From an optimization exercise on the open Yosys and OpenROAD flow, aimed at small area, a short achievable clock period and few clock cycles; shortcuts taken in it are not production practice.
Where RTL was checked, it was by simulation tests only, not by an equivalence proof against the original.
For runs 1 to 3, only the layout was checked, not whether the RTL still works.
Power is estimated from default activity; no workload was simulated.

[design/flow/config.mk]
export PLATFORM = sky130hd
export DESIGN_NAME = box_smoothing_3x3_edge_mean
export DESIGN_NICKNAME = box_smoothing_3x3_edge_mean
export VERILOG_FILES = /design/flow/design.v
export SDC_FILE = /design/flow/constraint.sdc
export NUM_CORES = 4
export LEC_CHECK = 0
export ABC_AREA = 1
export CAP_MARGIN = 0
export CORE_MARGIN = 2
export CORE_UTILIZATION = 65
export CTS_CLUSTER_DIAMETER = 100
export CTS_CLUSTER_SIZE = 24
export PLACE_DENSITY = 0.75
export SETUP_SLACK_MARGIN = 3.9
export SLEW_MARGIN = 0
[design/flow/constraint.sdc]
create_clock -name core_clock -period 6.5 [get_ports {clk}]
set_input_delay 1.3000 -clock core_clock [delete_from_list [all_inputs] [get_ports {clk}]]
set_output_delay 1.3000 -clock core_clock [all_outputs]
set_load 0.01 [all_outputs]
[design/flow/design.v]
package bsm_pkg;
  localparam int PIX_W  = 8;    
  localparam int POS_W  = 4;    
  localparam int SIZE_W = 5;    
  localparam int CS_W   = 10;   
  localparam int SUM_W  = 12;   
endpackage
module bsm_ram #(
  parameter int WIDTH = 8
) (
  input  logic             clk,
  input  logic             wr,
  input  logic [WIDTH-1:0] wdata,
  input  logic [3:0]       seg,
  output logic [WIDTH-1:0] tail,
  output logic [WIDTH-1:0] tail_next
);
  logic [WIDTH-1:0] head;
  logic [WIDTH-1:0] s1;
  logic [WIDTH-1:0] sg2 [2];
  logic [WIDTH-1:0] sg4 [4];
  logic [WIDTH-1:0] sg6 [6];
  logic [WIDTH-1:0] t0;
  logic [WIDTH-1:0] m1, m2, m3, m4;
  assign m1 = seg[0] ? s1     : head;
  assign m2 = seg[1] ? sg2[1] : m1;
  assign m3 = seg[2] ? sg4[3] : m2;
  assign m4 = seg[3] ? sg6[5] : m3;
  assign tail_next = t0;
  always_ff @(posedge clk) begin
    head   <= wr ? wdata : tail;
    s1     <= head;
    sg2[0] <= m1;
    sg2[1] <= sg2[0];
    sg4[0] <= m2;
    for (int i = 1; i < 4; i++) sg4[i] <= sg4[i-1];
    sg6[0] <= m3;
    for (int i = 1; i < 6; i++) sg6[i] <= sg6[i-1];
    t0     <= m4;
    tail   <= tail_next;
  end
endmodule
import bsm_pkg::*;
module bsm_div
(
  input  logic              clk,
  input  logic              rst,
  input  logic              adv,
  input  logic              sv,
  input  logic [SUM_W-1:0]  s,
  input  logic              n9,       
  input  logic              n6,
  input  logic              n4,
  output logic              dv,
  output logic [PIX_W-1:0]  q
);
  logic        xv, x9, y9;
  logic [13:0] xa, xb, xs;
  logic [11:0] x;
  logic [14:0] x7;
  logic [11:0] y;
  logic [17:0] m;
  assign xa = n4 ? {s[10:0], 3'd0} : {s, 2'd0};
  assign xb = (n6 ? 14'({s, 1'b0}) : 14'd0) | (n4 ? 14'(s) : 14'd0);
  assign xs = xa + xb;
  assign x7 = {x, 3'd0} - 15'(x);
  assign m  = {y, 6'd0} + 18'(y) + (y9 ? 18'd568 : 18'd682);
  assign q  = m[17:10];
  always_ff @(posedge clk) begin
    if (adv) begin
      x  <= xs[13:2];
      x9 <= n9;
      y  <= x7[13:2];
      y9 <= x9;
    end
    if (rst) begin
      xv <= 1'b0;
      dv <= 1'b0;
    end else if (adv) begin
      xv <= sv;
      dv <= xv;
    end
  end
endmodule
import bsm_pkg::*;
module bsm_dp
(
  input  logic              clk,
  input  logic              rst,
  input  logic              adv,
  input  logic              ev,
  input  logic              flush,
  input  logic              mask_b,
  input  logic              rows3,
  input  logic              c0,
  input  logic              c1,
  input  logic              cl,
  input  logic [PIX_W-1:0]  pix,
  input  logic [PIX_W-1:0]  up1,
  input  logic [PIX_W-1:0]  up1_next,
  input  logic [PIX_W-1:0]  up2_next,
  output logic              sv,       
  output logic [SUM_W-1:0]  s,
  output logic              s_n9,     
  output logic              s_n6,
  output logic              s_n4
);
  logic [PIX_W:0]    ab;
  logic [CS_W-1:0]   cs, w0, w1, w2;
  logic [CS_W:0]     pair;
  logic              jv, jc1, jcl, jrows3, ep, hr3, r3, c3;
  assign r3 = jv ? jrows3 : hr3;
  assign c3 = jv && !jc1;
  assign cs = CS_W'(flush ? '0 : pix) + (mask_b ? CS_W'(up1) : CS_W'(ab));
  always_ff @(posedge clk) begin
    ab <= (PIX_W+1)'(up1_next) + (PIX_W+1)'(up2_next);
    if (adv) begin
      if (ev) begin
        if (c0) begin
          w2 <= cs;
        end else begin
          w0 <= cs;
          w1 <= c1 ? w2 : w0;
        end
      end
      pair   <= c1 ? (CS_W+1)'(w2) : (CS_W+1)'(w0) + (CS_W+1)'(w1);
      jc1    <= c1;
      jcl    <= cl;
      jrows3 <= rows3;
      s       <= SUM_W'(w0) + (ep ? SUM_W'(w1) : SUM_W'(pair));
      if (jv) begin
        hr3 <= jrows3;
      end
      s_n9 <= r3 && c3;
      s_n6 <= r3 != c3;
      s_n4 <= !r3 && !c3;
    end
    if (rst) begin
      jv <= 1'b0;
      ep <= 1'b0;
      sv <= 1'b0;
    end else if (adv) begin
      jv <= ev && !c0;
      ep <= jv && jcl;
      sv <= jv || ep;
    end
  end
endmodule
import bsm_pkg::*;
module bsm_ctrl
(
  input  logic              clk,
  input  logic              rst,
  input  logic              cfg_write,
  input  logic [SIZE_W-1:0] image_size,
  input  logic              in_valid,
  output logic              in_stall,
  input  logic [PIX_W-1:0]  pixel,
  input  logic              adv,        
  input  logic              adv_next,   
  output logic [3:0]        side_m1,
  output logic [3:0]        seg,
  output logic [PIX_W-1:0]  pix_q,
  output logic              wr,         
  output logic              ev,         
  output logic              ev_fl,      
  output logic              flushing,   
  output logic              mask_b,     
  output logic              rows3,      
  output logic              c0,         
  output logic              c1,         
  output logic              cl          
);
  logic              pv;
  logic [3:0]        row, col, hd, fcol;
  logic              r1, rg1;    
  logic              s2;         
  logic              acc, pv_n, aligned, flush_ok, last_w, fl_done;
  logic [3:0]        row_n, col_n, hd_n, fcol_n;
  logic              flushing_n, ok_next;
  logic              row0, col0, col_last, row_last, hd_last, hd_wrap, rephase;
  assign row0     = (row == 4'd0);
  assign col0     = (col == 4'd0);
  assign col_last = (col == side_m1);
  assign row_last = (row == side_m1);
  assign hd_last  = (hd == side_m1);
  assign hd_wrap  = s2 ? (hd == 4'd2) : hd_last;
  assign rephase  = row0 && col0 && !flushing;
  assign aligned  = (hd == col) || rephase;
  assign flush_ok = !flushing || row0;
  assign wr       = pv && adv && aligned && flush_ok;
  assign ev_fl    = flushing && adv && (hd == fcol);
  assign ev       = (wr && !row0) || ev_fl;
  assign mask_b   = !flushing && r1;
  assign rows3    = !flushing && rg1;
  assign c0       = (hd == 4'd0);
  assign c1       = (hd == 4'd1);
  assign cl       = hd_last;
  assign last_w   = wr && row_last && col_last;
  assign fl_done  = ev_fl && hd_last;
  assign acc  = in_valid && !in_stall;
  assign pv_n = acc || (pv && !wr);
  always_comb begin
    row_n = row;
    col_n = col;
    if (wr) begin
      if (col_last) begin
        col_n = 4'd0;
        row_n = row_last ? 4'd0 : row + 4'd1;
      end else begin
        col_n = col + 4'd1;
      end
    end
    if (cfg_write) begin
      row_n = 4'd0;
      col_n = 4'd0;
    end
    if (wr && rephase) begin
      hd_n = 4'd1;
    end else begin
      hd_n = hd_wrap ? 4'd0 : hd + 4'd1;
    end
    flushing_n = flushing;
    fcol_n     = fcol;
    if (ev_fl) begin
      fcol_n = fcol + 4'd1;
    end
    if (fl_done) begin
      flushing_n = 1'b0;
    end
    if (last_w) begin
      flushing_n = 1'b1;
      fcol_n     = 4'd0;
    end
  end
  assign ok_next = acc && ((wr && !(s2 && col_last)) || (!pv && rephase));
  always_ff @(posedge clk) begin
    if (acc) begin
      pix_q <= pixel;
    end
    s2     <= (side_m1 == 4'd1);
    seg[3] <= (side_m1 >= 4'd8);
    seg[2:0] <= (side_m1 >= 4'd8) ? 3'(side_m1 - 4'd8) :
                (side_m1 == 4'd1) ? 3'd0 : 3'(side_m1 - 4'd2);
    if (rst) begin
      side_m1  <= 4'd15;
      pv       <= 1'b0;
      row      <= 4'd0;
      r1       <= 1'b0;
      rg1      <= 1'b0;
      col      <= 4'd0;
      hd       <= 4'd0;
      fcol     <= 4'd0;
      flushing <= 1'b0;
      in_stall <= 1'b0;
    end else begin
      if (cfg_write) begin
        if (image_size[4]) begin
          side_m1 <= 4'd15;
        end else if (image_size[3:1] == 3'd0) begin
          side_m1 <= 4'd1;
        end else begin
          side_m1 <= image_size[3:0] - 4'd1;
        end
      end
      pv       <= pv_n;
      row      <= row_n;
      r1       <= (row_n == 4'd1);
      rg1      <= (row_n > 4'd1);
      col      <= col_n;
      hd       <= hd_n;
      fcol     <= fcol_n;
      flushing <= flushing_n;
      in_stall <= pv_n && !(adv_next && ok_next);
    end
  end
endmodule
import bsm_pkg::*;
module box_smoothing_3x3_edge_mean
#(
  parameter int MAX_SIDE = 16
) (
  input  logic              clk,
  input  logic              rst,
  input  logic              cfg_write,
  input  logic [SIZE_W-1:0] image_size,
  input  logic              in_valid,
  output logic              in_stall,
  input  logic [PIX_W-1:0]  pixel,
  output logic              out_valid,
  input  logic              out_stall,
  output logic [PIX_W-1:0]  smoothed,
  output logic [POS_W-1:0]  out_row,
  output logic [POS_W-1:0]  out_col,
  output logic              last_of_run,
  output logic              frame_done
);
  logic             adv, adv_next, skid_v, skid_v_n;
  logic [PIX_W-1:0] skid_q;
  logic [3:0]       side_m1, seg;
  logic [PIX_W-1:0] pix_q, up1, up2, up1_next, up2_next;
  logic             wr, ev, ev_fl, flush, mask_b, rows3, c0, c1, cl;
  logic             sv, s_n9, s_n6, s_n4, dv;
  logic [SUM_W-1:0] s;
  logic [PIX_W-1:0] q;
  logic             out_free, inc, xfer;
  logic [3:0]       nrow, ncol;
  assign adv      = !skid_v;
  assign inc      = dv && adv;
  assign out_free = !out_valid || !out_stall;
  assign xfer     = out_valid && !out_stall;
  assign skid_v_n = skid_v ? !out_free : (inc && !out_free);
  assign adv_next = !skid_v_n;
  bsm_ctrl u_ctrl (
    .clk       (clk),
    .rst       (rst),
    .cfg_write (cfg_write),
    .image_size(image_size),
    .in_valid  (in_valid),
    .in_stall  (in_stall),
    .pixel     (pixel),
    .adv       (adv),
    .adv_next  (adv_next),
    .side_m1   (side_m1),
    .seg       (seg),
    .pix_q     (pix_q),
    .wr        (wr),
    .ev        (ev),
    .ev_fl     (ev_fl),
    .flushing  (flush),
    .mask_b    (mask_b),
    .rows3     (rows3),
    .c0        (c0),
    .c1        (c1),
    .cl        (cl)
  );
  bsm_ram #(.WIDTH(PIX_W)) u_up1 (
    .clk  (clk),
    .wr   (wr),
    .wdata(pix_q),
    .seg  (seg),
    .tail (up1),
    .tail_next(up1_next)
  );
  bsm_ram #(.WIDTH(PIX_W)) u_up2 (
    .clk  (clk),
    .wr   (wr),
    .wdata(up1),
    .seg  (seg),
    .tail (up2),
    .tail_next(up2_next)
  );
  bsm_dp u_dp (
    .clk    (clk),
    .rst    (rst),
    .adv    (adv),
    .ev     (ev),
    .flush  (flush),
    .mask_b (mask_b),
    .rows3  (rows3),
    .c0     (c0),
    .c1     (c1),
    .cl     (cl),
    .pix    (pix_q),
    .up1    (up1),
    .up1_next(up1_next),
    .up2_next(up2_next),
    .sv     (sv),
    .s      (s),
    .s_n9   (s_n9),
    .s_n6   (s_n6),
    .s_n4   (s_n4)
  );
  bsm_div u_div (
    .clk  (clk),
    .rst  (rst),
    .adv  (adv),
    .sv   (sv),
    .s    (s),
    .n9   (s_n9),
    .n6   (s_n6),
    .n4   (s_n4),
    .dv   (dv),
    .q    (q)
  );
  always_comb begin
    if (out_col == side_m1) begin
      ncol = 4'd0;
      nrow = (out_row == side_m1) ? 4'd0 : out_row + 4'd1;
    end else begin
      ncol = out_col + 4'd1;
      nrow = out_row;
    end
  end
  always_ff @(posedge clk) begin
    if (adv) begin
      skid_q <= q;
    end
    if (out_free) begin
      smoothed <= skid_v ? skid_q : q;
    end
    if (rst) begin
      skid_v      <= 1'b0;
      out_valid   <= 1'b0;
      out_row     <= 4'd0;
      out_col     <= 4'd0;
      last_of_run <= 1'b1;
      frame_done  <= 1'b0;
    end else begin
      skid_v <= skid_v_n;
      if (out_free) begin
        out_valid <= skid_v || inc;
      end
      if (cfg_write) begin
        out_row     <= 4'd0;
        out_col     <= 4'd0;
        last_of_run <= !(image_size <= SIZE_W'(2));
        frame_done  <= 1'b0;
      end else if (xfer) begin
        out_row     <= nrow;
        out_col     <= ncol;
        frame_done  <= (nrow == side_m1) && (ncol == side_m1);
        if (ncol == side_m1) begin
          last_of_run <= (nrow != side_m1 - 4'd1);
        end else if (ncol == side_m1 - 4'd1) begin
          last_of_run <= 1'b0;
        end else begin
          last_of_run <= (nrow != side_m1);
        end
      end
    end
  end
endmodule
[design/flow/run.sh]
#!/bin/bash
# synth_recipe.tcl (not shown) runs the flow's synth.tcl, then flattens the netlist and writes it again
# the make line also repeats each setting of config.mk as NAME=value (left out here)
make -C /OpenROAD-flow-scripts/flow DESIGN_CONFIG=/design/flow/config.mk WORK_HOME=/design/flow/orfs CLKGATE_MAP_FILE= SYNTH_SCRIPT=/design/flow/synth_recipe.tcl finish
==> impl_metrics.prom, run 1 <==
# TYPE chip_impl_metric gauge
chip_impl_info{name="timing.critical_path.to_type",value="output port"} 1
chip_impl_metric{name="setup_viol",unit=""} 0
chip_impl_metric{name="ys.warnings.count",unit=""} 8
chip_impl_metric{name="power.ir.vdd_worst",unit="uV"} 397
chip_impl_metric{name="netSwitchingFraction",unit="%"} 32.2
chip_impl_metric{name="synth_edf_count",unit=""} 102
chip_impl_metric{name="synth_fp_nets",unit=""} 1760
chip_impl_metric{name="post_drt_via_cell_ratio",unit=""} 5.22
chip_impl_metric{name="fp.coreArea",unit="um^2"} 24300
chip_impl_metric{name="final.setup_skew",unit="ns"} 0.0189
chip_impl_metric{name="final_layout_size_suffix_gt1_share",unit="%"} 8.13
chip_impl_info{name="timing.critical_path.slowest_stage_cell",value="sky130_fd_sc_hd__dfxtp_2"} 1
chip_impl_metric{name="pre_cts_slack",unit="ns"} 3.07
chip_impl_metric{name="worstMarginPinSlew",unit="ns"} 1.10
chip_impl_metric{name="crit_buf_inv",unit=""} 1
chip_impl_metric{name="grt_antenna_before_repair",unit=""} 0
chip_impl_info{name="timing.setup.critical_path_class",value="flip-flop to output port"} 1
chip_impl_metric{name="drv_slew",unit=""} 0
chip_impl_metric{name="power.static_leakage",unit="nW"} 8.03
chip_impl_metric{name="buffers_from_clock_root_to_sink_at_most",unit=""} 3
chip_impl_metric{name="clock.fmax",unit="MHz"} 399
chip_impl_metric{name="dpl_cell_area",unit="um^2"} 16700
chip_impl_metric{name="dp_hpwl",unit="mm"} 20.3
chip_impl_metric{name="multi_input_area",unit="um^2"} 5940
chip_impl_metric{name="cp_data_required_time",unit="ns"} 5.20
chip_impl_metric{name="clkTransAtPathRegs",unit="ns"} 0.09
chip_impl_metric{name="total_power",unit="mW"} 8.07
chip_impl_metric{name="pwr-share-clk",unit="%"} 16.9
chip_impl_metric{name="synth_cells",unit=""} 1644
chip_impl_metric{name="hold_violations",unit=""} 0
chip_impl_metric{name="drc",unit=""} 0
chip_impl_metric{name="stdcell_count",unit=""} 2022
chip_impl_info{name="cp_cell_sequence",value="dlygate4sd2_1"} 1
chip_impl_metric{name="arrival_time_of_the_worst_setup_path",unit="ns"} 1.20
chip_impl_metric{name="final_antenna_net_count",unit=""} 0
chip_impl_metric{name="routed-via-count",unit=""} 10547
chip_impl_metric{name="fp-row-count",unit=""} 57
chip_impl_metric{name="cpPeakStageDelay",unit="ns"} 0.40
chip_impl_metric{name="post-route-period-util",unit="%"} 38.5
chip_impl_metric{name="postSynth.asyncResetShare",unit="%"} 0
chip_impl_metric{name="fin_tns_setup",unit="ns"} 0
chip_impl_metric{name="setup_ws",unit="ns"} 4.00
chip_impl_metric{name="totalWireLength",unit="mm"} 29.1
chip_impl_metric{name="place_congestion",unit=""} 0.874
chip_impl_info{name="hold_path_class",value="flip-flop to flip-flop"} 1
chip_impl_info{name="rsz_0062_raised_after_global_routing",value="no"} 1
chip_impl_metric{name="drt_pass1_iterations",unit=""} 5
chip_impl_metric{name="final_nets",unit=""} 1807
chip_impl_metric{name="synth.ff_latch_count",unit=""} 422
chip_impl_metric{name="clk-insertion-delay-late",unit="ns"} 0.52
chip_impl_info{name="tritoncts_clock_tree",value="done"} 1
chip_impl_metric{name="die-height",unit="um"} 162
chip_impl_metric{name="area_share_of_the_leading_cell_type_in_the_synthesized_netlist",unit="%"} 39.7
chip_impl_metric{name="power.share.combinational",unit="%"} 31.3
chip_impl_metric{name="worst_slew_margin_rel",unit="%"} 26.3
chip_impl_metric{name="grt_pass1_vias",unit=""} 10184
chip_impl_metric{name="worst-path-max-fanout",unit=""} 7
chip_impl_metric{name="synth_cell_type_count",unit=""} 51
chip_impl_metric{name="timing.max_cap.violations",unit=""} 0
chip_impl_metric{name="start_util",unit="%"} 66.3
chip_impl_metric{name="pin_count_of_the_biggest_net_entering_global_routing",unit=""} 70
chip_impl_metric{name="floorplan.die_area",unit="um^2"} 26100
chip_impl_metric{name="mappedNetlistArea",unit="um^2"} 16100
chip_impl_info{name="cp-start-kind",value="flip-flop"} 1
chip_impl_metric{name="worst_hold_slack",unit="ns"} 0.319
chip_impl_metric{name="htreeDepth",unit=""} 1
chip_impl_metric{name="route.detailed.wl_per_inst",unit="um"} 14.4
chip_impl_metric{name="fillcell_total",unit=""} 1792
chip_impl_info{name="cp_top_family",value="flip-flops"} 1
chip_impl_metric{name="gr_ovfl_total",unit=""} 0
chip_impl_metric{name="final_cell_area",unit="um^2"} 17600
chip_impl_metric{name="pwr-share-seq",unit="%"} 51.8
chip_impl_metric{name="numPortBuffers",unit=""} 37
chip_impl_info{name="dominantRegCellSynth",value="sky130_fd_sc_hd__dfxtp_1"} 1
chip_impl_metric{name="cts.sink_count",unit=""} 422
chip_impl_metric{name="cts_hold_repair.buffers",unit=""} 0
chip_impl_metric{name="die_x",unit="um"} 162
chip_impl_metric{name="min_period",unit="ns"} 2.50
chip_impl_metric{name="antennaDiodeCount",unit=""} 0
chip_impl_info{name="netlist.top_cell.by_area",value="sky130_fd_sc_hd__dfxtp_1"} 1
chip_impl_metric{name="numCtsBuffers",unit=""} 21
chip_impl_metric{name="post_synth.cell_area_avg",unit="um^2"} 9.81
chip_impl_metric{name="drt-initial-drc-count",unit=""} 569
chip_impl_metric{name="power_report.internal_total",unit="mW"} 5.47
chip_impl_metric{name="area_growth_syn_to_fin",unit="%"} 9.22
chip_impl_metric{name="cellPowerDensity",unit="nW/um^2"} 458
chip_impl_info{name="clockRootBuffer",value="sky130_fd_sc_hd__clkbuf_16"} 1
chip_impl_metric{name="grtUsageTotal",unit="%"} 22.2
chip_impl_metric{name="netSwitchingPower",unit="mW"} 2.60
chip_impl_metric{name="boundaryPins",unit=""} 38
chip_impl_metric{name="synth_seq_area_share",unit="%"} 58.7
chip_impl_info{name="cell_types_with_the_largest_area_share_after_synthesis",value="sky130_fd_sc_hd__dfxtp_1 (40%), sky130_fd_sc_hd__edfxtp_1 (19%), sky130_fd_sc_hd__nand2_1 (9.0%), sky130_fd_sc_hd__ha_1 (7.1%), sky130_fd_sc_hd__inv_1 (3.7%)"} 1
chip_impl_metric{name="global_route_wire_length_before_repair",unit="mm"} 47.9
chip_impl_metric{name="final_core_utilization",unit="%"} 72.4
chip_impl_metric{name="post-place-cells",unit=""} 1966
chip_impl_info{name="result_of_the_run",value="complete, no violations"} 1
chip_impl_metric{name="final-seq-area",unit="um^2"} 9500
power by group through the flow:
stage               registers [mW]  logic (mW)  clock network, mW
floorplan                     4.12        1.83                  0
global placement              4.23        2.30                  0
detailed placement            4.27        2.37                  0
CTS                           4.20        2.42               1.39
global route                  4.28        2.87               1.49
finish                        4.18        2.52               1.36
per-layer routing:
| metal | share of wire [%] | wire [um] | track usage (%) | vias up |
|---|---|---|---|---|
| li1 | - | - | - | 5446 |
| met1 | 45 | 13200 | 29.2 | 4897 |
| met2 | 50 | 14400 | 39.3 | 156 |
| met3 | 3.2 | 937 | 2.77 | 48 |
| met4 | 1.7 | 504 | 5.19 | 0 |
| met5 | 0 | 0 | 0 | - |
cells in the final DEF (no fill, tap or decap), drive strengths merged, types with 7 or more instances in the layout:
cell type        n
ha              92
a21o             9
nor3             8
a21oi           84
buf             26
mux2            16
xor2            51
o21ai          103
edfxtp         102
clkdlybuf4s50   17
dlygate4sd2     20
or2              7
a31oi           20
nand2          395
nand3           58
clkbuf          29
dfxtp          320
inv            168
nor2           100
xnor2           24
nand4           11
registers in the layout, summed over array words and instances, names as in the netlist, 9 cells and up:
name and cells:
u_up1.sg6 48, u_up2.sg2 16, u_div.x 12, u_dp.s 12, u_dp.ab 9, u_up2.sg6 48, u_up1.sg4 32, u_div.y 12
u_up1.sg2 16, u_up2.sg4 32, u_dp.pair 11, u_dp.w2 10, u_dp.w1 10, u_dp.w0 10
cell families (layout without fill, tap and decap cells):
group,Yosys count,count (layout),share of synthesized area [%]
adder cells (fa/ha/maj),98,98,7.88
multiplexers,16,16,1.12
flip-flops,422,422,58.7
buffers and inverters,209,263,5.18
AO/OA/AOI/OAI,240,240,8.22
XOR/XNOR,75,75,4.07
AND/OR/NAND/NOR,584,584,14.8
final cells by class:
class / instances / area share [%]
multi-input combinational: 1013 / 33.7
timing repair buffer: 63 / 3.04
clock inverter: 1 / 0.0639
sequential: 422 / 53.9
clock buffer: 29 / 3.15
tap: 324 / 2.30
timing repair inverter: 1 / 0.0426
inverter: 169 / 3.72
worst paths after layout:
| path | cells past startpoint | from | endpoint | slack [ns] |
|---|---|---|---|---|
| setup / recovery | 1 | out_row[1] | out_row[1] | 4.00 |
| hold / removal | 0 | u_up2.sg6[1][0] | u_up2.sg6[2][0] | 0.32 |
| setup reg to reg | 13 | u_ctrl.flushing | u_dp.w0[7] | 4.02 |
| hold reg to reg | 0 | u_up2.sg6[1][0] | u_up2.sg6[2][0] | 0.32 |
repair_timing:
action                                  4_1_cts  5_1_grt
pin swaps                                     0       12
endpoints found under the setup margin       56       71
buffers inserted                              6       19
gates resized for setup                      45       39
hold endpoints to repair                      0        0
gates cloned                                  0        1
synthesized netlist by cell type, types with 2 or more instances:
library cell and count:
sky130_fd_sc_hd__o21ai_0 101, sky130_fd_sc_hd__buf_6 4, sky130_fd_sc_hd__o22ai_1 2, sky130_fd_sc_hd__nand2_4 2, sky130_fd_sc_hd__a31oi_1 20, sky130_fd_sc_hd__a21oi_1 84
sky130_fd_sc_hd__fa_1 6, sky130_fd_sc_hd__a21o_1 9, sky130_fd_sc_hd__o21a_1 4, sky130_fd_sc_hd__or2_2 6, sky130_fd_sc_hd__o31ai_1 2, sky130_fd_sc_hd__nor2_1 97
sky130_fd_sc_hd__o2111ai_1 2, sky130_fd_sc_hd__mux2_2 16, sky130_fd_sc_hd__nand3_2 2, sky130_fd_sc_hd__edfxtp_1 102, sky130_fd_sc_hd__inv_1 161, sky130_fd_sc_hd__buf_2 8
sky130_fd_sc_hd__o21ai_1 2, sky130_fd_sc_hd__dfxtp_1 320, sky130_fd_sc_hd__a211oi_1 3, sky130_fd_sc_hd__nand2_1 388, sky130_fd_sc_hd__nand4_1 11, sky130_fd_sc_hd__ha_1 92
sky130_fd_sc_hd__nor3b_1 2, sky130_fd_sc_hd__clkbuf_1 26, sky130_fd_sc_hd__nand3_1 56, sky130_fd_sc_hd__nor3_1 7, sky130_fd_sc_hd__nor2_2 2, sky130_fd_sc_hd__xnor2_1 24
sky130_fd_sc_hd__xor2_1 51, sky130_fd_sc_hd__nand2_2 5, sky130_fd_sc_hd__o211ai_1 3, sky130_fd_sc_hd__inv_2 6, sky130_fd_sc_hd__a31o_2 2
==> run 2, diff against run 1 <==
--- a/design/flow/config.mk
+++ b/design/flow/config.mk
@@ -14,3 +14,3 @@
 export PLACE_DENSITY = 0.75
-export SETUP_SLACK_MARGIN = 3.9
+export SETUP_SLACK_MARGIN = 4.0
 export SLEW_MARGIN = 0
==> run 2 against run 1 <==
Compared with the run above: sequential power about the same; cell area up 0.92%; sequential share of layout area down 0.47 points; die area unchanged; via count up 1.9%; total power up 2.7%; first-iteration DRC count up 16%; non-clock buffer count unchanged; wire length up 4.4%; highest routed layer unchanged.
==> impl_metrics.prom, run 2 <==
# TYPE chip_impl_metric gauge
chip_impl_info{name="cp_top_family",value="flip-flops"} 1
chip_impl_metric{name="gr_ovfl_total",unit=""} 0
chip_impl_metric{name="final.setup_skew",unit="ns"} 0.0144
chip_impl_metric{name="ys.warnings.count",unit=""} 8
chip_impl_info{name="timing.setup.critical_path_class",value="flip-flop to output port"} 1
chip_impl_info{name="cp-start-kind",value="flip-flop"} 1
chip_impl_info{name="most_frequent_cells_in_the_layout",value="sky130_fd_sc_hd__nand2_1 (377), sky130_fd_sc_hd__dfxtp_1 (306), sky130_fd_sc_hd__inv_1 (155)"} 1
chip_impl_metric{name="stdcell_count",unit=""} 2025
chip_impl_info{name="yosysMostFrequentCell",value="sky130_fd_sc_hd__nand2_1"} 1
chip_impl_metric{name="route.detailed.wl_per_inst",unit="um"} 15.0
chip_impl_metric{name="synth_fp_nets",unit=""} 1760
chip_impl_metric{name="buffers_from_clock_root_to_sink_at_most",unit=""} 3
chip_impl_metric{name="drt_pass1_iterations",unit=""} 5
chip_impl_metric{name="place_congestion",unit=""} 0.878
chip_impl_info{name="rsz_0062_raised_after_global_routing",value="yes"} 1
chip_impl_metric{name="dp_hpwl",unit="mm"} 21.1
chip_impl_metric{name="area_growth_syn_to_fin",unit="%"} 10.2
chip_impl_metric{name="post-place-cells",unit=""} 1966
chip_impl_metric{name="synth.ff_latch_count",unit=""} 422
chip_impl_metric{name="worstMarginPinSlew",unit="ns"} 1.05
chip_impl_metric{name="min_period",unit="ns"} 2.47
chip_impl_metric{name="final_antenna_net_count",unit=""} 0
chip_impl_metric{name="boundaryPins",unit=""} 38
chip_impl_info{name="netlist.top_cell.by_area",value="sky130_fd_sc_hd__dfxtp_1"} 1
chip_impl_info{name="result_of_the_run",value="complete, no violations"} 1
chip_impl_metric{name="netSwitchingPower",unit="mW"} 2.70
chip_impl_metric{name="final_nets",unit=""} 1809
chip_impl_metric{name="numPortBuffers",unit=""} 37
chip_impl_metric{name="synth_edf_count",unit=""} 102
chip_impl_metric{name="power.ir.vdd_worst",unit="uV"} 437
chip_impl_metric{name="final_layout_size_suffix_gt1_share",unit="%"} 9.82
chip_impl_metric{name="drv_slew",unit=""} 0
chip_impl_metric{name="cpPeakStageDelay",unit="ns"} 0.37
chip_impl_metric{name="pin_count_of_the_biggest_net_entering_global_routing",unit=""} 70
chip_impl_metric{name="arrival_time_of_the_worst_setup_path",unit="ns"} 1.17
chip_impl_metric{name="synth_cells",unit=""} 1644
chip_impl_info{name="yosys-top-cells-count",value="sky130_fd_sc_hd__nand2_1 (388), sky130_fd_sc_hd__dfxtp_1 (320), sky130_fd_sc_hd__inv_1 (161)"} 1
chip_impl_metric{name="htreeDepth",unit=""} 1
chip_impl_metric{name="cellPowerDensity",unit="nW/um^2"} 466
chip_impl_metric{name="timing.max_cap.violations",unit=""} 0
chip_impl_metric{name="clock.fmax",unit="MHz"} 405
chip_impl_metric{name="routed-via-count",unit=""} 10744
chip_impl_metric{name="grtUsageTotal",unit="%"} 22.9
chip_impl_metric{name="pwr-share-clk",unit="%"} 16.9
chip_impl_metric{name="postSynth.asyncResetShare",unit="%"} 0
chip_impl_metric{name="post-route-period-util",unit="%"} 38.0
chip_impl_metric{name="fillcell_total",unit=""} 1759
chip_impl_metric{name="fp-row-count",unit=""} 57
chip_impl_metric{name="mappedNetlistArea",unit="um^2"} 16100
chip_impl_metric{name="crit_buf_inv",unit=""} 1
chip_impl_info{name="clockRootBuffer",value="sky130_fd_sc_hd__clkbuf_16"} 1
chip_impl_metric{name="drc",unit=""} 0
chip_impl_metric{name="pwr-share-seq",unit="%"} 50.7
chip_impl_metric{name="worst_slew_margin_rel",unit="%"} 29.8
chip_impl_metric{name="multi_input_area",unit="um^2"} 6050
chip_impl_info{name="tritoncts_clock_tree",value="done"} 1
chip_impl_metric{name="grt_pass1_vias",unit=""} 10426
chip_impl_metric{name="synth_seq_area_share",unit="%"} 58.7
chip_impl_metric{name="totalWireLength",unit="mm"} 30.4
chip_impl_metric{name="floorplan.die_area",unit="um^2"} 26100
chip_impl_metric{name="die-height",unit="um"} 162
chip_impl_metric{name="antennaDiodeCount",unit=""} 0
chip_impl_metric{name="area_share_of_the_leading_cell_type_in_the_synthesized_netlist",unit="%"} 39.7
chip_impl_metric{name="fin_tns_setup",unit="ns"} 0
chip_impl_metric{name="global_route_wire_length_before_repair",unit="mm"} 49.1
chip_impl_metric{name="clkTransAtPathRegs",unit="ns"} 0.10
chip_impl_metric{name="synth_cell_type_count",unit=""} 51
chip_impl_metric{name="start_util",unit="%"} 66.3
chip_impl_metric{name="setup_viol",unit=""} 0
chip_impl_metric{name="final_core_utilization",unit="%"} 73.1
chip_impl_metric{name="cp_data_required_time",unit="ns"} 5.20
chip_impl_metric{name="netSwitchingFraction",unit="%"} 32.6
chip_impl_metric{name="fp.coreArea",unit="um^2"} 24300
chip_impl_metric{name="cts_hold_repair.buffers",unit=""} 0
chip_impl_info{name="timing.critical_path.slowest_stage_cell",value="sky130_fd_sc_hd__dfxtp_1"} 1
chip_impl_metric{name="grt_antenna_before_repair",unit=""} 0
chip_impl_metric{name="power.static_leakage",unit="nW"} 8.04
chip_impl_metric{name="final-seq-area",unit="um^2"} 9510
chip_impl_info{name="hold_path_class",value="flip-flop to flip-flop"} 1
chip_impl_metric{name="power.share.combinational",unit="%"} 32.4
chip_impl_info{name="largest_registers",value="u_up1.sg6: 48 flops, u_up2.sg6: 48 flops"} 1
chip_impl_info{name="cell_types_with_the_largest_area_share_after_synthesis",value="sky130_fd_sc_hd__dfxtp_1 (40%), sky130_fd_sc_hd__edfxtp_1 (19%), sky130_fd_sc_hd__nand2_1 (9.0%), sky130_fd_sc_hd__ha_1 (7.1%), sky130_fd_sc_hd__inv_1 (3.7%)"} 1
chip_impl_info{name="cp_cell_sequence",value="clkdlybuf4s15_1"} 1
chip_impl_metric{name="cts.sink_count",unit=""} 422
chip_impl_metric{name="die_x",unit="um"} 162
chip_impl_metric{name="worst-path-max-fanout",unit=""} 2
chip_impl_info{name="timing.critical_path.to_type",value="output port"} 1
chip_impl_metric{name="clk-insertion-delay-late",unit="ns"} 0.52
chip_impl_metric{name="hold_violations",unit=""} 0
chip_impl_info{name="layout_commonest_cell",value="sky130_fd_sc_hd__nand2_1"} 1
chip_impl_info{name="dominantRegCellSynth",value="sky130_fd_sc_hd__dfxtp_1"} 1
chip_impl_metric{name="power_report.internal_total",unit="mW"} 5.58
chip_impl_metric{name="post_drt_via_cell_ratio",unit=""} 5.31
chip_impl_metric{name="post_synth.cell_area_avg",unit="um^2"} 9.81
chip_impl_metric{name="drt-initial-drc-count",unit=""} 658
chip_impl_metric{name="numCtsBuffers",unit=""} 21
[run 2: layout make-up]
| type | count | area share, % |
|---|---|---|
| tap | 324 | 2.28 |
| timing repair buffer | 63 | 3.07 |
| clock buffer | 29 | 3.13 |
| sequential | 422 | 53.5 |
| inverter | 169 | 3.70 |
| timing repair inverter | 2 | 0.0704 |
| multi-input combinational | 1014 | 34.1 |
| clock inverter | 2 | 0.218 |
[run 2: final timing paths]
kind	startpoint	depth (start not counted)	to	slack, ns
setup / recovery	u_ctrl.in_stall	1	in_stall	4.03
hold / removal	u_up1.sg6[4][7]	0	u_up1.sg6[5][7]	0.32
setup reg to reg	u_dp.s_n4	13	u_div.x[11]	4.05
hold reg to reg	u_up1.sg6[4][7]	0	u_up1.sg6[5][7]	0.32
[run 2: timing repair]
action,in CTS,in global routing
gates resized for setup,67,76
gates cloned,0,3
pin swaps,0,24
setup endpoints to repair,94,99
setup buffers,11,14
[run 2: logic make-up after synthesis]
logic type,count (synthesis),share of synthesized area [%]
buf+inv,209,5.18
compound gates,240,8.22
fa+ha+maj,98,7.88
simple gates,584,14.8
xor+xnor,75,4.07
flops,422,58.7
mux,16,1.12
[run 2: layer usage]
layer	wire length, um	global-route usage [%]	up-vias
met4	591	5.48	0
met1	13300	29.2	5070
met5	0	0	-
li1	-	-	5454
met2	15500	41.9	175
met3	962	2.52	45
[run 2: power by group through the flow]
| stage | Clock [mW] | Sequential [mW] | Combinational, mW |
|---|---|---|---|
| floorplan | 0 | 4.12 | 1.83 |
| global placement | 0 | 4.22 | 2.29 |
| detailed placement | 0 | 4.28 | 2.39 |
| CTS | 1.43 | 4.21 | 2.46 |
| global route | 1.53 | 4.29 | 3.03 |
| finish | 1.40 | 4.20 | 2.68 |
[run 2: metrics by stage]
stage / setup slack [ns] / cell area (um^2) / total power [mW] / hold slack [ns]
final: 4.03 / 17800 / 8.29 / 0.321
after global routing: 3.91 / 17800 / 8.85 / 0.329
after CTS: 3.99 / 17500 / 8.11 / 0.322
after detailed placement: 3.13 / 16700 / 6.67 / 0.312
after global placement: 3.19 / 16700 / 6.52 / 0.310
after floorplan: 4.03 / 16100 / 5.95 / 0.310
==> run 3, diff against run 2 <==
--- a/design/flow/config.mk
+++ b/design/flow/config.mk
@@ -14,3 +14,3 @@
 export PLACE_DENSITY = 0.75
-export SETUP_SLACK_MARGIN = 4.0
+export SETUP_SLACK_MARGIN = 4.1
 export SLEW_MARGIN = 0
==> run 3 against run 2 <==
Compared with the run above: largest cell class unchanged; clock skew is 0.0042 ns higher; register-to-register slack worse by 0.02 ns; global-route usage is 0.45 points higher.
==> impl_metrics.prom, run 3 <==
# TYPE chip_impl_metric gauge
chip_impl_info{name="result_of_the_run",value="complete, no violations"} 1
chip_impl_metric{name="die-height",unit="um"} 162
chip_impl_metric{name="grtUsageTotal",unit="%"} 23.4
chip_impl_metric{name="worst_r2r_path_cells",unit=""} 14
chip_impl_metric{name="buffers_from_clock_root_to_sink_at_most",unit=""} 3
chip_impl_info{name="cp_top_family",value="adder cells"} 1
chip_impl_metric{name="post_synth.cell_area_avg",unit="um^2"} 9.81
chip_impl_metric{name="timing.hold.worst_path_depth",unit=""} 0
chip_impl_info{name="largest_registers",value="u_up1.sg6: 48 flops, u_up2.sg6: 48 flops"} 1
chip_impl_info{name="cp-start-kind",value="flip-flop"} 1
chip_impl_metric{name="pwr-share-clk",unit="%"} 16.3
chip_impl_metric{name="dpl_cell_area",unit="um^2"} 16700
chip_impl_info{name="clockRootBuffer",value="sky130_fd_sc_hd__clkbuf_16"} 1
chip_impl_metric{name="grt_use_met3",unit="%"} 2.44
chip_impl_info{name="timing.critical_path.to_type",value="flip-flop"} 1
chip_impl_metric{name="power.share.combinational",unit="%"} 34.1
chip_impl_metric{name="worst_hold_slack",unit="ns"} 0.312
chip_impl_info{name="yosysMostFrequentCell",value="sky130_fd_sc_hd__nand2_1"} 1
chip_impl_metric{name="drc",unit=""} 0
chip_impl_metric{name="final.setup_skew",unit="ns"} 0.0186
chip_impl_metric{name="ys.warnings.count",unit=""} 8
chip_impl_metric{name="worst-path-max-fanout",unit=""} 3
chip_impl_info{name="cell_types_with_the_largest_area_share_after_synthesis",value="sky130_fd_sc_hd__dfxtp_1 (40%), sky130_fd_sc_hd__edfxtp_1 (19%), sky130_fd_sc_hd__nand2_1 (9.0%), sky130_fd_sc_hd__ha_1 (7.1%), sky130_fd_sc_hd__inv_1 (3.7%)"} 1
chip_impl_metric{name="start_util",unit="%"} 66.3
chip_impl_info{name="cp_cell_sequence",value="inv_2, fa_1, ha_4, nand2_4, nor3b_2, nand2_1, nand2_2, nand2_1, nand2_2, nand2_1, nand2_1, xor2_1, nand2_1, nand2_1"} 1
chip_impl_info{name="gr-max-usage-layer",value="met2"} 1
chip_impl_info{name="yosys-top-cells-count",value="sky130_fd_sc_hd__nand2_1 (388), sky130_fd_sc_hd__dfxtp_1 (320), sky130_fd_sc_hd__inv_1 (161)"} 1
chip_impl_metric{name="cpPeakStageDelay",unit="ns"} 0.53
chip_impl_metric{name="met1_use_gr",unit="%"} 29.6
chip_impl_info{name="tritoncts_clock_tree",value="done"} 1
chip_impl_metric{name="pwr-share-seq",unit="%"} 49.6
chip_impl_metric{name="final_nets",unit=""} 1826
chip_impl_metric{name="setup_viol",unit=""} 0
chip_impl_metric{name="route.detailed.wl_per_inst",unit="um"} 15.2
chip_impl_info{name="timing.critical_path.slowest_stage_cell",value="sky130_fd_sc_hd__fa_1"} 1
chip_impl_metric{name="area_share_of_the_leading_cell_type_in_the_synthesized_netlist",unit="%"} 39.7
chip_impl_metric{name="routed-via-count",unit=""} 10724
chip_impl_metric{name="post-route-period-util",unit="%"} 38.0
chip_impl_metric{name="fp.coreArea",unit="um^2"} 24300
chip_impl_metric{name="cp_data_required_time",unit="ns"} 6.89
chip_impl_info{name="rsz_0062_raised_after_global_routing",value="yes"} 1
chip_impl_info{name="timing.setup.critical_path_class",value="flip-flop to flip-flop"} 1
chip_impl_metric{name="power_report.internal_total",unit="mW"} 5.65
chip_impl_metric{name="timing.critical_path.depth",unit=""} 14
chip_impl_metric{name="crit_buf_inv",unit=""} 1
chip_impl_metric{name="drt_pass1_iterations",unit=""} 5
chip_impl_metric{name="netSwitchingPower",unit="mW"} 2.82
chip_impl_metric{name="fin_tns_setup",unit="ns"} 0
chip_impl_metric{name="clk-insertion-delay-late",unit="ns"} 0.53
chip_impl_metric{name="fillcell_total",unit=""} 1723
chip_impl_info{name="dominantRegCellSynth",value="sky130_fd_sc_hd__dfxtp_1"} 1
chip_impl_metric{name="synth_cell_type_count",unit=""} 51
chip_impl_metric{name="boundaryPins",unit=""} 38
chip_impl_metric{name="totalWireLength",unit="mm"} 31.1
chip_impl_info{name="most_frequent_cells_in_the_layout",value="sky130_fd_sc_hd__nand2_1 (372), sky130_fd_sc_hd__dfxtp_1 (303), sky130_fd_sc_hd__inv_1 (155)"} 1
chip_impl_metric{name="grt_antenna_before_repair",unit=""} 0
chip_impl_metric{name="synth.ff_latch_count",unit=""} 422
chip_impl_metric{name="final_cell_area",unit="um^2"} 18000
chip_impl_metric{name="cellPowerDensity",unit="nW/um^2"} 471
chip_impl_metric{name="netSwitchingFraction",unit="%"} 33.3
chip_impl_metric{name="globalRouteMet2Util",unit="%"} 42.6
chip_impl_metric{name="htreeDepth",unit=""} 1
chip_impl_metric{name="drt-initial-drc-count",unit=""} 612
chip_impl_metric{name="post_drt_via_cell_ratio",unit=""} 5.25
chip_impl_metric{name="grt_pass1_vias",unit=""} 10712
chip_impl_metric{name="power.static_leakage",unit="nW"} 8.12
chip_impl_metric{name="numCtsBuffers",unit=""} 21
chip_impl_metric{name="power.ir.vdd_worst",unit="uV"} 393
chip_impl_metric{name="numPortBuffers",unit=""} 37
chip_impl_metric{name="final_layout_size_suffix_gt1_share",unit="%"} 13.2
chip_impl_metric{name="synth_cells",unit=""} 1644
chip_impl_metric{name="die_x",unit="um"} 162
chip_impl_metric{name="global_route_wire_length_before_repair",unit="mm"} 50.1
chip_impl_info{name="layout_commonest_cell",value="sky130_fd_sc_hd__nand2_1"} 1
chip_impl_metric{name="area_growth_syn_to_fin",unit="%"} 11.4
chip_impl_metric{name="gr_ovfl_total",unit=""} 0
chip_impl_info{name="hold_path_class",value="flip-flop to flip-flop"} 1
chip_impl_metric{name="clock.fmax",unit="MHz"} 405
chip_impl_metric{name="worst_slew_margin_rel",unit="%"} 29.9
chip_impl_metric{name="dp_hpwl",unit="mm"} 20.5
chip_impl_metric{name="mappedNetlistArea",unit="um^2"} 16100
chip_impl_metric{name="cts.sink_count",unit=""} 422
chip_impl_metric{name="fp-row-count",unit=""} 57
chip_impl_metric{name="hold_violations",unit=""} 0
chip_impl_info{name="most_common_cell_type_on_the_critical_path",value="sky130_fd_sc_hd__nand2_1"} 1
chip_impl_metric{name="pin_count_of_the_biggest_net_entering_global_routing",unit=""} 70
chip_impl_metric{name="postSynth.asyncResetShare",unit="%"} 0
chip_impl_metric{name="timing.max_cap.violations",unit=""} 0
chip_impl_info{name="netlist.top_cell.by_area",value="sky130_fd_sc_hd__dfxtp_1"} 1
chip_impl_metric{name="antennaDiodeCount",unit=""} 0
chip_impl_metric{name="synth_seq_area_share",unit="%"} 58.7
chip_impl_metric{name="drv_slew",unit=""} 0
chip_impl_metric{name="synth_fp_nets",unit=""} 1760
chip_impl_metric{name="worstMarginPinSlew",unit="ns"} 1.05
chip_impl_metric{name="final_antenna_net_count",unit=""} 0
chip_impl_metric{name="place_congestion",unit=""} 0.872
chip_impl_metric{name="min_period",unit="ns"} 2.47
chip_impl_metric{name="arrival_time_of_the_worst_setup_path",unit="ns"} 2.86
chip_impl_metric{name="clkTransAtPathRegs",unit="ns"} 0.10
chip_impl_metric{name="floorplan.die_area",unit="um^2"} 26100
chip_impl_metric{name="synth_edf_count",unit=""} 102
==> run 3: changes by cell type in the layout (fill, tap and decap cells not counted), moves of 5 or more <==
cell | previous run | this run
sky130_fd_sc_hd__buf_2 | 0 | 18
sky130_fd_sc_hd__o21ai_2 | 4 | 9
sky130_fd_sc_hd__buf_4 | 25 | 40
sky130_fd_sc_hd__o21ai_0 | 88 | 75
sky130_fd_sc_hd__ha_1 | 88 | 83
sky130_fd_sc_hd__clkdlybuf4s15_1 | 14 | 0
sky130_fd_sc_hd__a21oi_1 | 74 | 69
sky130_fd_sc_hd__nand2_1 | 377 | 372
sky130_fd_sc_hd__o21ai_1 | 11 | 19
==> run 3: power by group through the flow <==
| stage | combinational [mW] | clock [mW] | sequential [mW] |
|---|---|---|---|
| 2_1_floorplan | 1.84 | 0 | 4.12 |
| 3_3_place_gp | 2.31 | 0 | 4.22 |
| 3_5_place_dp | 2.40 | 0 | 4.26 |
| 4_1_cts | 2.55 | 1.40 | 4.20 |
| 5_1_grt | 3.23 | 1.49 | 4.29 |
| 6_report | 2.89 | 1.38 | 4.20 |
==> run 3: area by class of cell <==
cell class	instances	area (um^2)	share of cell area, %
flip-flops and latches	422	9510	52.9
multi-input cells	1014	6190	34.5
repair buffers	80	613	3.41
clock buffers	30	559	3.11
well taps	324	405	2.26
repair inverters	2	15.0	0.0836
inverters	169	657	3.66
clock inverters	1	11.3	0.0627
==> run 3: path summary, 6_finish.rpt <==
| kind | from | end | slack (ns) |
|---|---|---|---|
| hold / removal | u_up1.sg6[4][7] | u_up1.sg6[5][7] | 0.31 |
| setup / recovery | u_div.y9 | smoothed[4] | 4.03 |
| hold reg to reg | u_up1.sg6[4][7] | u_up1.sg6[5][7] | 0.31 |
| setup reg to reg | u_div.y9 | smoothed[4] | 4.03 |
==> run 3: per-stage QoR <==
| stage | power [mW] | utilization (%) | instances | setup WS [ns] |
|---|---|---|---|---|
| after global routing | 9.01 | 73.9 | 2042 | 3.88 |
| final | 8.47 | 73.9 | 2042 | 4.03 |
| after CTS | 8.16 | 72.0 | 2018 | 3.98 |
| after global placement | 6.53 | 68.8 | 1966 | 3.19 |
| after detailed placement | 6.67 | 68.8 | 1966 | 3.16 |
| after floorplan | 5.96 | - | 1644 | 4.10 |
==> run 3: cells by family (layout without fill, tap and decap cells) <==
logic type / after synthesis / after routing / synth area share [%]
and+or+nand+nor: 584 / 585 / 14.8
DFF: 422 / 422 / 58.7
AOI/OAI and AO/OA: 240 / 240 / 8.22
buffers and inverters: 209 / 282 / 5.18
adders and majority gates: 98 / 98 / 7.88
xor gates and xnor gates: 75 / 75 / 4.07
muxes: 16 / 16 / 1.12
==> run 3: repair_timing <==
item	CTS	global route
gates resized for setup	134	94
gates cloned	0	4
hold buffers	0	0
setup buffers	21	20
endpoints found under the setup margin	114	80
pin swaps	10	40
==> run 3: layer usage <==
layer  wire length [um]  up-vias
met2              15900      171
met5                  0        -
li1                   -     5484
met3                964       62
met4                717        0
met1              13600     5007
==> run 4, diff against run 3 <==
--- a/design/flow/design.v
+++ b/design/flow/design.v
@@ -108,3 +108,3 @@
   logic [PIX_W:0]    ab;
-  logic [CS_W-1:0]   cs, w0, w1, w2;
+  logic [CS_W-1:0]   cs, w0, w1;
   logic [CS_W:0]     pair;
@@ -118,10 +118,6 @@
       if (ev) begin
-        if (c0) begin
-          w2 <= cs;
-        end else begin
-          w0 <= cs;
-          w1 <= c1 ? w2 : w0;
-        end
+        w0 <= cs;
+        w1 <= w0;
       end
-      pair   <= c1 ? (CS_W+1)'(w2) : (CS_W+1)'(w0) + (CS_W+1)'(w1);
+      pair   <= (ev && c1) ? (CS_W+1)'(w0) : (CS_W+1)'(w0) + (CS_W+1)'(w1);
       jc1    <= c1;
@@ -129,3 +125,3 @@
       jrows3 <= rows3;
-      s       <= SUM_W'(w0) + (ep ? SUM_W'(w1) : SUM_W'(pair));
+      s       <= SUM_W'(ep ? '0 : w0) + SUM_W'(pair);
       if (jv) begin
--- a/design/flow/config.mk
+++ b/design/flow/config.mk
@@ -14,3 +14,3 @@
 export PLACE_DENSITY = 0.75
-export SETUP_SLACK_MARGIN = 4.1
+export SETUP_SLACK_MARGIN = 3.9
 export SLEW_MARGIN = 0
==> run 4 against run 3 <==
Compared with the run above: global-route usage is 0.86 points lower; still clean; synthesized cell count is 3.1% lower; worst setup slack worse by 0.074 ns; first-iteration DRC count is 7.4% higher; count of clock-buffer cells in the layout stayed put.
==> impl_metrics.prom, run 4 <==
# TYPE chip_impl_metric gauge
chip_impl_info{name="result_of_the_run",value="complete, no violations"} 1
chip_impl_metric{name="boundaryPins",unit=""} 38
chip_impl_metric{name="cts_hold_repair.buffers",unit=""} 0
chip_impl_metric{name="antennaDiodeCount",unit=""} 0
chip_impl_metric{name="clk-insertion-delay-late",unit="ns"} 0.52
chip_impl_metric{name="fp.coreArea",unit="um^2"} 23500
chip_impl_metric{name="final_antenna_net_count",unit=""} 0
chip_impl_info{name="rsz_0062_raised_after_global_routing",value="yes"} 1
chip_impl_metric{name="pwr-share-seq",unit="%"} 55.0
chip_impl_info{name="cell_types_with_the_largest_area_share_after_synthesis",value="sky130_fd_sc_hd__dfxtp_1 (41%), sky130_fd_sc_hd__edfxtp_1 (18%), sky130_fd_sc_hd__nand2_1 (8.5%), sky130_fd_sc_hd__ha_1 (7.4%), sky130_fd_sc_hd__inv_1 (3.8%)"} 1
chip_impl_metric{name="crit_buf_inv",unit=""} 1
chip_impl_metric{name="power.share.combinational",unit="%"} 25.5
chip_impl_info{name="tritoncts_clock_tree",value="done"} 1
chip_impl_metric{name="arrival_time_of_the_worst_setup_path",unit="ns"} 1.24
chip_impl_info{name="timing.critical_path.slowest_stage_cell",value="sky130_fd_sc_hd__dfxtp_2"} 1
chip_impl_metric{name="totalWireLength",unit="mm"} 29.3
chip_impl_metric{name="drc",unit=""} 0
chip_impl_info{name="yosys-top-cells-count",value="sky130_fd_sc_hd__nand2_1 (356), sky130_fd_sc_hd__dfxtp_1 (320), sky130_fd_sc_hd__inv_1 (160)"} 1
chip_impl_metric{name="timing.reg2reg.setup_slack",unit="ns"} 4.00
chip_impl_metric{name="synth_seq_area_share",unit="%"} 58.6
chip_impl_metric{name="gr_ovfl_total",unit=""} 0
chip_impl_info{name="dominantRegCellSynth",value="sky130_fd_sc_hd__dfxtp_1"} 1
chip_impl_metric{name="die_x",unit="um"} 159
chip_impl_metric{name="ys.warnings.count",unit=""} 8
chip_impl_metric{name="cpPeakStageDelay",unit="ns"} 0.42
chip_impl_metric{name="grt_antenna_before_repair",unit=""} 0
chip_impl_metric{name="worst_hold_slack",unit="ns"} 0.323
chip_impl_metric{name="drv_slew",unit=""} 0
chip_impl_metric{name="power.ir.vdd_worst",unit="uV"} 349
chip_impl_metric{name="numPortBuffers",unit=""} 37
chip_impl_metric{name="timing.hold.worst_path_depth",unit=""} 0
chip_impl_metric{name="synth_fp_nets",unit=""} 1709
chip_impl_metric{name="min_period",unit="ns"} 2.54
chip_impl_info{name="worst_hold_startpoint",value="u_up2.sg4[0][4]"} 1
chip_impl_metric{name="worstMarginPinSlew",unit="ns"} 1.08
chip_impl_metric{name="post_synth.cell_area_avg",unit="um^2"} 9.81
chip_impl_metric{name="cellPowerDensity",unit="nW/um^2"} 416
chip_impl_info{name="timing.setup.critical_path_class",value="flip-flop to output port"} 1
chip_impl_info{name="reg2reg_from",value="u_ctrl.flushing"} 1
chip_impl_metric{name="numCtsBuffers",unit=""} 21
chip_impl_metric{name="grt_pass1_vias",unit=""} 9931
chip_impl_metric{name="routed-via-count",unit=""} 10277
chip_impl_metric{name="mappedNetlistArea",unit="um^2"} 15600
chip_impl_info{name="yosysMostFrequentCell",value="sky130_fd_sc_hd__nand2_1"} 1
chip_impl_metric{name="htreeDepth",unit=""} 1
chip_impl_metric{name="post_drt_via_cell_ratio",unit=""} 5.25
chip_impl_info{name="cp-start-kind",value="flip-flop"} 1
chip_impl_info{name="largest_registers",value="u_up1.sg6: 48 flops, u_up2.sg6: 48 flops"} 1
chip_impl_metric{name="cts.sink_count",unit=""} 412
chip_impl_info{name="layout_commonest_cell",value="sky130_fd_sc_hd__nand2_1"} 1
chip_impl_info{name="crit-reg2reg-capture",value="u_dp.w0[8]"} 1
chip_impl_metric{name="floorplan.die_area",unit="um^2"} 25300
chip_impl_metric{name="synth_cell_type_count",unit=""} 51
chip_impl_metric{name="die-height",unit="um"} 159
chip_impl_metric{name="hold_violations",unit=""} 0
chip_impl_metric{name="grtUsageTotal",unit="%"} 22.5
chip_impl_metric{name="place_congestion",unit=""} 0.860
chip_impl_info{name="netlist.top_cell.by_area",value="sky130_fd_sc_hd__dfxtp_1"} 1
chip_impl_metric{name="final.setup_skew",unit="ns"} 0.0220
chip_impl_metric{name="area_growth_syn_to_fin",unit="%"} 8.84
chip_impl_metric{name="power.static_leakage",unit="nW"} 7.79
chip_impl_metric{name="final_nets",unit=""} 1745
chip_impl_metric{name="timing.max_cap.violations",unit=""} 0
chip_impl_info{name="cp_top_family",value="flip-flops"} 1
chip_impl_metric{name="dp_hpwl",unit="mm"} 20.0
chip_impl_metric{name="setup_viol",unit=""} 0
chip_impl_info{name="clockRootBuffer",value="sky130_fd_sc_hd__clkbuf_16"} 1
chip_impl_metric{name="fp-row-count",unit=""} 56
chip_impl_metric{name="synth_cells",unit=""} 1593
chip_impl_metric{name="power_report.internal_total",unit="mW"} 4.94
chip_impl_info{name="hold_path_class",value="flip-flop to flip-flop"} 1
chip_impl_metric{name="route.detailed.wl_per_inst",unit="um"} 15.0
chip_impl_metric{name="clkTransAtPathRegs",unit="ns"} 0.10
chip_impl_metric{name="pin_count_of_the_biggest_net_entering_global_routing",unit=""} 71
chip_impl_metric{name="worst_slew_margin_rel",unit="%"} 28.0
chip_impl_metric{name="synth.ff_latch_count",unit=""} 412
chip_impl_metric{name="worst_r2r_path_cells",unit=""} 15
chip_impl_metric{name="drt-initial-drc-count",unit=""} 657
chip_impl_info{name="min_to",value="u_up2.sg4[1][4]"} 1
chip_impl_info{name="cp_cell_sequence",value="dlygate4sd2_1"} 1
chip_impl_metric{name="post-route-period-util",unit="%"} 39.1
chip_impl_metric{name="worst-path-max-fanout",unit=""} 7
chip_impl_metric{name="cp_data_required_time",unit="ns"} 5.20
chip_impl_info{name="timing.critical_path.to_type",value="output port"} 1
chip_impl_metric{name="fin_tns_setup",unit="ns"} 0
chip_impl_info{name="most_frequent_cells_in_the_layout",value="sky130_fd_sc_hd__nand2_1 (354), sky130_fd_sc_hd__dfxtp_1 (308), sky130_fd_sc_hd__inv_1 (157)"} 1
chip_impl_metric{name="netSwitchingFraction",unit="%"} 30.3
chip_impl_metric{name="netSwitchingPower",unit="mW"} 2.14
chip_impl_metric{name="start_util",unit="%"} 66.4
chip_impl_metric{name="drt_pass1_iterations",unit=""} 6
chip_impl_metric{name="postSynth.asyncResetShare",unit="%"} 0
chip_impl_metric{name="global_route_wire_length_before_repair",unit="mm"} 47.4
chip_impl_metric{name="area_share_of_the_leading_cell_type_in_the_synthesized_netlist",unit="%"} 41.0
chip_impl_metric{name="final_layout_size_suffix_gt1_share",unit="%"} 6.84
chip_impl_metric{name="buffers_from_clock_root_to_sink_at_most",unit=""} 3
chip_impl_metric{name="pwr-share-clk",unit="%"} 19.6
chip_impl_metric{name="clock.fmax",unit="MHz"} 394
chip_impl_metric{name="synth_edf_count",unit=""} 92
## run 4: final cells by class
class                      instances  area, um^2
inverter                         168         636
clock inverter                     1        20.0
clock buffer                      30         569
multi-input combinational        978        5760
tap                              319         399
timing repair buffer              48         437
fill                            1757        6530
sequential                       412        9190
## run 4: logic make-up after synthesis
logic type               synth area share [%]
AO/OA/AOI/OAI                            7.93
XOR/XNOR                                 4.26
adder cells (fa/ha/maj)                  8.13
buffers and inverters                    5.19
flip-flops                               58.6
multiplexers                             1.15
AND/OR/NAND/NOR                          14.7
## run 4: power by group through the flow
stage	clock (mW)	sequential (mW)	combinational (mW)
detailed placement	0	3.95	1.72
finish	1.39	3.89	1.80
global placement	0	3.92	1.66
global route	1.50	3.97	2.04
CTS	1.40	3.90	1.75
floorplan	0	3.83	1.30
## run 4: metal layers
layer	part of all wire, %	up-vias	GRT usage, %
met5	0	-	0
met4	1.8	0	5.62
met3	2.7	38	2.47
met2	51	163	41.6
met1	45	4832	28.2
li1	-	5244	-
## run 4: stage by stage
step	std cells	setup WS (ns)	area, um^2	power (mW)	util (%)
2_1_floorplan	1593	3.95	15600	5.13	-
4_1_cts	1951	3.67	16900	7.06	71.7
3_3_place_gp	1914	3.14	16200	5.58	68.9
3_5_place_dp	1914	3.09	16200	5.68	68.9
5_1_grt	1956	3.80	17000	7.51	72.3
6_report	1956	3.96	17000	7.08	72.3
## run 4: worst max path at each step
stage               slack, ns             to  cells after the start       startpoint
CTS                      3.67     u_dp.w0[8]                     14  u_ctrl.flushing
global route             3.80     u_dp.w0[8]                     15  u_ctrl.flushing
finish                   3.96     out_col[1]                      1       out_col[1]
global placement         3.14  u_ctrl.col[3]                      4              rst
detailed placement       3.09  u_ctrl.col[3]                      4              rst
floorplan                3.95     u_dp.w0[8]                     15  u_ctrl.flushing
## run 4: repair_timing
item | 4_1_cts | 5_1_grt
buffers inserted | 5 | 5
gates resized for setup | 41 | 33
pin swaps | 1 | 6
cloned | 1 | 0
setup endpoints to repair | 62 | 36
Testbench counts of run 4, summed over its fixed seeds: cycles 10,935.

## static timing again, ports no longer ideal
How much do the figures lean on ideal ports? The routed layouts below were timed once more, with nothing changed but the port constraints.
Step 1 assumes that a clkbuf_16 drives the clock port and a buf_2 every other input.
Step 2 also shifts input and output timing later by t, the mid clock arrival at the registers, as if the neighbouring blocks saw the same clock.
a / b / c = no drivers / after step 1 / after step 2; a / b = the first two.
run | t (ns) | setup WS [ns] | worst register clock-pin slew, ns
run 1 | 0.556 | 3.995 / 3.949 / 3.515 | 0.10 / 0.10
run 2 | 0.565 | 4.029 / 3.980 / 3.605 | 0.10 / 0.10
run 3 | 0.566 | 4.033 / 4.033 / 3.696 | 0.10 / 0.10
run 4 | 0.562 | 3.959 / 3.911 / 3.678 | 0.10 / 0.10
After both steps setup and hold are still met in every run listed. For run 1, which loses most, drivers alone change the setup slack by -0.046 ns; drivers and shift together by -0.480 ns.
